What follows belongs to an exercise in optimizing a design on an open flow for small area; a production flow would make more cautious choices. Function was checked by simulation only, so behaviour that the tests miss may differ from the original. Power and IR drop assume default switching activity.

==> willow: inputs <==
==> flow/design.v <==
package rt_pkg;
  localparam int unsigned RAY_HWORDS = 12;
  localparam int unsigned CNT_HWORDS = 2;
  localparam int unsigned TRI_HWORDS = 18;
  typedef enum logic [2:0] {
    StIdle0 = 3'b000,   
    StIdle1 = 3'b001,   
    StRay   = 3'b010,
    StCnt   = 3'b011,
    StDone  = 3'b100,
    StTri   = 3'b110,
    StHold  = 3'b111
  } fetch_state_e;
endpackage
module avm_read_issuer (
  input  logic        clk,
  input  logic        load_i,
  input  logic [31:0] load_addr_i,
  input  logic        active_i,
  input  logic [4:0]  rec_len_i,
  input  logic        rsp_i,
  input  logic        waitrequest_i,
  output logic        read_o,
  output logic [31:0] address_o,
  output logic        rec_done_o
);
  logic [31:0] addr_q;
  logic [4:0]  req_q;
  logic [2:0]  pend_q;
  logic        all_req, accept;
  logic [31:1] addr_c;
  always_comb begin
    addr_c[1] = 1'b1;
    for (int i = 2; i < 32; i++) addr_c[i] = addr_c[i-1] & addr_q[i-1];
  end
  assign all_req    = (req_q == rec_len_i);
  assign read_o     = active_i && !all_req && !pend_q[2];
  assign accept     = read_o && !waitrequest_i;
  assign rec_done_o = rsp_i && all_req && (pend_q == 3'd1);
  always_ff @(posedge clk) begin
    if (load_i) begin
      addr_q <= load_addr_i;
      req_q  <= '0;
      pend_q <= '0;
    end else begin
      if (accept) addr_q[31:1] <= addr_q[31:1] ^ addr_c;
      if (rec_done_o)  req_q <= '0;
      else if (accept) req_q <= req_q + 5'd1;
      if (accept && !rsp_i)      pend_q <= pend_q + 3'd1;
      else if (!accept && rsp_i) pend_q <= pend_q - 3'd1;
    end
  end
  assign address_o = addr_q;
endmodule
module scene_fetch (
  input  logic                 clk,
  input  logic                 reset,
  input  logic                 start,
  input  logic [31:0]          base_addr,
  output logic                 avm_m0_read,
  output logic [31:0]          avm_m0_address,
  output logic [1:0]           avm_m0_byteenable,
  input  logic                 avm_m0_waitrequest,
  input  logic [15:0]          avm_m0_readdata,
  input  logic                 avm_m0_readdatavalid,
  output logic [191:0]         o_ray,
  output logic                 o_ray_valid,
  output logic [287:0]         o_tri,
  output logic [31:0]          o_tri_index,
  output logic                 o_tri_valid,
  input  logic                 i_tri_ready,
  output logic                 o_tri_last,
  output logic [31:0]          o_tri_cnt,
  output logic                 o_busy,
  output logic                 o_done
);
  rt_pkg::fetch_state_e state_q;
  logic [287:0] rec_q;
  logic [191:0] ray_q;
  logic [31:0]  cnt_q, idx_q, idx_inc, cnt_new;
  logic [4:0]   rec_len;
  logic         idle, fetching, hold, last_hw, is_last, last_q, load;
  assign idle     = (state_q == rt_pkg::StIdle0) || (state_q == rt_pkg::StIdle1);
  assign hold     = (state_q == rt_pkg::StHold);
  assign fetching = (state_q == rt_pkg::StRay) || (state_q == rt_pkg::StCnt) || (state_q == rt_pkg::StTri);
  assign load     = idle && start;
  logic [31:0] idx_c;
  always_comb begin
    idx_c[0] = 1'b1;
    for (int i = 1; i < 32; i++) idx_c[i] = idx_c[i-1] & idx_q[i-1];
  end
  assign idx_inc  = idx_q ^ idx_c;
  assign is_last  = (idx_inc == cnt_q);
  assign cnt_new  = {avm_m0_readdata, rec_q[287:272]};
  always_comb begin
    unique case (state_q)
      rt_pkg::StRay: rec_len = 5'(rt_pkg::RAY_HWORDS);
      rt_pkg::StCnt: rec_len = 5'(rt_pkg::CNT_HWORDS);
      default:       rec_len = 5'(rt_pkg::TRI_HWORDS);
    endcase
  end
  avm_read_issuer u_issuer (
    .clk           (clk),
    .load_i        (load),
    .load_addr_i   (base_addr),
    .active_i      (fetching),
    .rec_len_i     (rec_len),
    .rsp_i         (avm_m0_readdatavalid),
    .waitrequest_i (avm_m0_waitrequest),
    .read_o        (avm_m0_read),
    .address_o     (avm_m0_address),
    .rec_done_o    (last_hw)
  );
  always_ff @(posedge clk) begin
    last_q <= is_last;
    if (avm_m0_readdatavalid) rec_q <= {avm_m0_readdata, rec_q[287:16]};
    if (avm_m0_readdatavalid && state_q == rt_pkg::StRay) ray_q <= {avm_m0_readdata, ray_q[191:16]};
    if (load) idx_q <= '0;
    else if (hold && i_tri_ready) idx_q <= idx_inc;
  end
  always_ff @(posedge clk) begin
    if (!reset) begin
      state_q <= rt_pkg::StIdle0;
      cnt_q   <= '0;
    end else begin
      unique case (state_q)
        rt_pkg::StIdle0, rt_pkg::StIdle1: if (start) begin
          state_q <= rt_pkg::StRay;
          cnt_q   <= '0;
        end
        rt_pkg::StRay: if (last_hw) state_q <= rt_pkg::StCnt;
        rt_pkg::StCnt: if (last_hw) begin
          cnt_q   <= cnt_new;
          state_q <= (cnt_new == 32'd0) ? rt_pkg::StDone : rt_pkg::StTri;
        end
        rt_pkg::StTri: if (last_hw) state_q <= rt_pkg::StHold;
        rt_pkg::StHold: if (i_tri_ready) state_q <= last_q ? rt_pkg::StDone : rt_pkg::StTri;
        rt_pkg::StDone: state_q <= rt_pkg::StIdle1;
        default: state_q <= rt_pkg::StIdle0;
      endcase
    end
  end
  assign avm_m0_byteenable = 2'b11;
  assign o_ray       = ray_q;
  assign o_ray_valid = (state_q != rt_pkg::StIdle0) && (state_q != rt_pkg::StRay);
  assign o_tri       = rec_q;
  assign o_tri_index = idx_q;
  assign o_tri_valid = hold;
  assign o_tri_last  = last_q;
  assign o_tri_cnt   = cnt_q;
  assign o_busy      = !idle;
  assign o_done      = (state_q == rt_pkg::StDone);
endmodule
==> flow/flow/run.sh <==
#!/bin/bash
# The standard layout (standard.sh) with these changes:
# - synthesis maps logic with an area-oriented ABC script (flow/area.abc); the rest of the
#   synthesis, and so every register, is the standard one;
# - ports get the smallest buffer (buf_1) instead of the one buffer_ports picks by default;
# - CTS uses smaller clock buffers, larger sink clusters and no dummy loads.
set -eo pipefail
here=$(pwd)
cfg="${FLOW_CONFIG:-config.mk}"
cat >> "$cfg" <<'EOF'
export BUFFER_PORTS_ARGS = -buffer_cell sky130_fd_sc_hd__buf_1
export CTS_ARGS = -sink_clustering_enable -repair_clock_nets -dont_use_dummy_load -root_buf sky130_fd_sc_hd__clkbuf_16 -buf_list {sky130_fd_sc_hd__clkbuf_4 sky130_fd_sc_hd__clkbuf_8} -sink_clustering_size 20 -sink_clustering_max_diameter 45
EOF
export AREA_ABC_SCRIPT="$here/flow/area.abc"
{ head -n 1 synth_recipe.tcl; cat flow/abc_override.tcl; tail -n +2 synth_recipe.tcl; } > flow_synth.tcl
sed "s#SYNTH_SCRIPT=[^ ]*#SYNTH_SCRIPT=$here/flow_synth.tcl#" standard.sh > flow_standard.sh
grep -q "SYNTH_SCRIPT=$here/flow_synth.tcl" flow_standard.sh
bash flow_standard.sh > standard.log 2>&1
==> flow/flow/abc_override.tcl <==
# Technology mapping with an area-oriented ABC script (flow/area.abc) instead of ORFS's
# speed script; everything else in the synthesis is the standard one.
proc abc {args} {
  set out {}
  for {set i 0} {$i < [llength $args]} {incr i} {
    set a [lindex $args $i]
    if {$a eq "-script"} { incr i; lappend out -script $::env(AREA_ABC_SCRIPT); continue }
    if {$a eq "-D"} { incr i; continue }
    lappend out $a
  }
  yosys abc {*}$out
}
==> flow/flow/area.abc <==
strash
dch -f
amap
topo
==> flow/standard.sh <==
#!/bin/bash
# synth_recipe.tcl (not shown) runs the flow's synth.tcl, then flattens the netlist and writes it again
# the make line also repeats each setting of config.mk as NAME=value (left out here)
make -C /OpenROAD-flow-scripts/flow DESIGN_CONFIG=/design/flow/config.mk WORK_HOME=/design/flow/orfs CLKGATE_MAP_FILE= SYNTH_SCRIPT=/design/flow/synth_recipe.tcl "${@:-finish}"
==> flow/config.mk <==
export PLATFORM = sky130hd
export DESIGN_NAME = scene_fetch
export DESIGN_NICKNAME = scene_fetch
export VERILOG_FILES = /design/flow/design.v
export SDC_FILE = /design/flow/constraint.sdc
export NUM_CORES = 4
export LEC_CHECK = 0
export CAP_MARGIN = 20
export CORE_MARGIN = 2
export CORE_UTILIZATION = 60
export SLEW_MARGIN = 20
export BUFFER_PORTS_ARGS = -buffer_cell sky130_fd_sc_hd__buf_1
export CTS_ARGS = -sink_clustering_enable -repair_clock_nets -dont_use_dummy_load -root_buf sky130_fd_sc_hd__clkbuf_16 -buf_list {sky130_fd_sc_hd__clkbuf_4 sky130_fd_sc_hd__clkbuf_8} -sink_clustering_size 20 -sink_clustering_max_diameter 45
==> flow/constraint.sdc <==
create_clock -name core_clock -period 10.0 [get_ports {clk}]
set_input_delay 2.0000 -clock core_clock [delete_from_list [all_inputs] [get_ports {clk}]]
set_output_delay 2.0000 -clock core_clock [all_outputs]
set_load 0.01 [all_outputs]
==> inputs of amber, as changes to willow <==
--- a/flow/design.v
+++ b/flow/design.v
@@ -30,7 +30,2 @@
   logic        all_req, accept;
-  logic [31:1] addr_c;
-  always_comb begin
-    addr_c[1] = 1'b1;
-    for (int i = 2; i < 32; i++) addr_c[i] = addr_c[i-1] & addr_q[i-1];
-  end
   assign all_req    = (req_q == rec_len_i);
@@ -45,3 +40,3 @@
     end else begin
-      if (accept) addr_q[31:1] <= addr_q[31:1] ^ addr_c;
+      if (accept) addr_q[31:1] <= addr_q[31:1] + 31'd1;
       if (rec_done_o)  req_q <= '0;
@@ -81,3 +76,3 @@
   logic [4:0]   rec_len;
-  logic         idle, fetching, hold, last_hw, is_last, last_q, load;
+  logic         idle, fetching, hold, last_hw, is_last, load;
   assign idle     = (state_q == rt_pkg::StIdle0) || (state_q == rt_pkg::StIdle1);
@@ -86,8 +81,3 @@
   assign load     = idle && start;
-  logic [31:0] idx_c;
-  always_comb begin
-    idx_c[0] = 1'b1;
-    for (int i = 1; i < 32; i++) idx_c[i] = idx_c[i-1] & idx_q[i-1];
-  end
-  assign idx_inc  = idx_q ^ idx_c;
+  assign idx_inc  = idx_q + 32'd1;
   assign is_last  = (idx_inc == cnt_q);
@@ -114,3 +104,2 @@
   always_ff @(posedge clk) begin
-    last_q <= is_last;
     if (avm_m0_readdatavalid) rec_q <= {avm_m0_readdata, rec_q[287:16]};
@@ -136,3 +125,3 @@
         rt_pkg::StTri: if (last_hw) state_q <= rt_pkg::StHold;
-        rt_pkg::StHold: if (i_tri_ready) state_q <= last_q ? rt_pkg::StDone : rt_pkg::StTri;
+        rt_pkg::StHold: if (i_tri_ready) state_q <= is_last ? rt_pkg::StDone : rt_pkg::StTri;
         rt_pkg::StDone: state_q <= rt_pkg::StIdle1;
@@ -148,3 +137,3 @@
   assign o_tri_valid = hold;
-  assign o_tri_last  = last_q;
+  assign o_tri_last  = is_last;
   assign o_tri_cnt   = cnt_q;
==> flow/flow/run.sh (replaced) <==
#!/bin/bash
# The standard layout (the standard.sh, standard synthesis unchanged) with two changes:
# ports get the smallest buffer (buf_1) instead of the one buffer_ports picks by default,
# and CTS inserts no dummy loads.
set -eo pipefail
cfg="${FLOW_CONFIG:-config.mk}"
cat >> "$cfg" <<'EOF'
export BUFFER_PORTS_ARGS = -buffer_cell sky130_fd_sc_hd__buf_1
export CTS_ARGS = -sink_clustering_enable -repair_clock_nets -dont_use_dummy_load
EOF
bash standard.sh > standard.log 2>&1
--- a/flow/config.mk
+++ b/flow/config.mk
@@ -12,2 +12,2 @@
 export BUFFER_PORTS_ARGS = -buffer_cell sky130_fd_sc_hd__buf_1
-export CTS_ARGS = -sink_clustering_enable -repair_clock_nets -dont_use_dummy_load -root_buf sky130_fd_sc_hd__clkbuf_16 -buf_list {sky130_fd_sc_hd__clkbuf_4 sky130_fd_sc_hd__clkbuf_8} -sink_clustering_size 20 -sink_clustering_max_diameter 45
+export CTS_ARGS = -sink_clustering_enable -repair_clock_nets -dont_use_dummy_load
removed: flow/flow/abc_override.tcl
removed: flow/flow/area.abc
==> qor summary <==
Status: willow complete, no violations; amber complete, no violations
Cell row count: willow 66; amber 67
Final cell area excluding filler cells: willow 0.0234 mm^2; amber 0.0249 mm^2
Number of synthesized register bits: willow 588; amber 587
Non-Clock Inverter Count: willow 39; amber 14
Count of non-CTS buffers in the layout: willow 643; amber 645
Antenna Diode Count: willow 1; amber 2
Met1 Usage GRT: willow 37.4%; amber 43.0%
Placed cell area: willow 0.0226 mm^2; amber 0.0235 mm^2
Seq/Total Area, Yosys: willow 86.1%; amber 81.8%
Data arrival, critical path: willow 7.73 ns; amber 3.80 ns
Switching share of power: willow 25.6%; amber 22.9%
Portion of the layout cell area used by clock cells: willow 3.01%; amber 5.54%
Fmax: willow 0.137 GHz; amber 0.173 GHz
Number of nets in the final layout: willow 1823; amber 1943
Number of clock buffer instances in the layout: willow 47; amber 55
Minimum period implied by the final worst setup slack: willow 7.29 ns; amber 5.80 ns
Combinational gate power: willow 0.543 mW; amber 0.331 mW
Initial antenna violation count: willow 2; amber 5
Vias: willow 12000; amber 13700
Proportion of cell area occupied by registers: willow 72.3%; amber 67.9%
Reported sequential group power: willow 3.05 mW; amber 2.92 mW
Multi-input combinational area share: willow 11.0%; amber 14.1%
Starting density of the core: willow 60.6%; amber 61.2%
Portion of the clock cycle consumed by the worst path in the final layout: willow 72.9%; amber 58.0%
Maximum fanout along the worst path: willow 5; amber 11
Die area: willow 0.0342 mm^2; amber 0.0359 mm^2

[static timing again, ports no longer ideal]
How much do the figures lean on ideal ports? The routed layouts below were timed once more, with nothing changed but the port constraints.
Step 1, drivers: a clkbuf_16 drives clk and a buf_2 each remaining input, both assumed.
Step 2 times the ports against the registers' clock, not the clock port: input delays grow and output delays shrink by t, the midpoint of the rising clock arrivals with the driver on.
a / b / c = no drivers / after step 1 / after step 2; a / b = the first two.
run | shift t [ns] | slack for setup (ns) | worst hold slack (ns) | worst setup path at the end | slew at the worst register clock pin (ns)
willow | 0.575 | 2.705 / 2.705 / 2.705 | 0.425 / 0.425 / 0.425 | register to register | 0.12 / 0.12
amber | 0.623 | 4.203 / 4.149 / 4.772 | 0.411 / 0.411 / 0.411 | register to output | 0.07 / 0.07
After both steps every run listed still meets setup and hold.
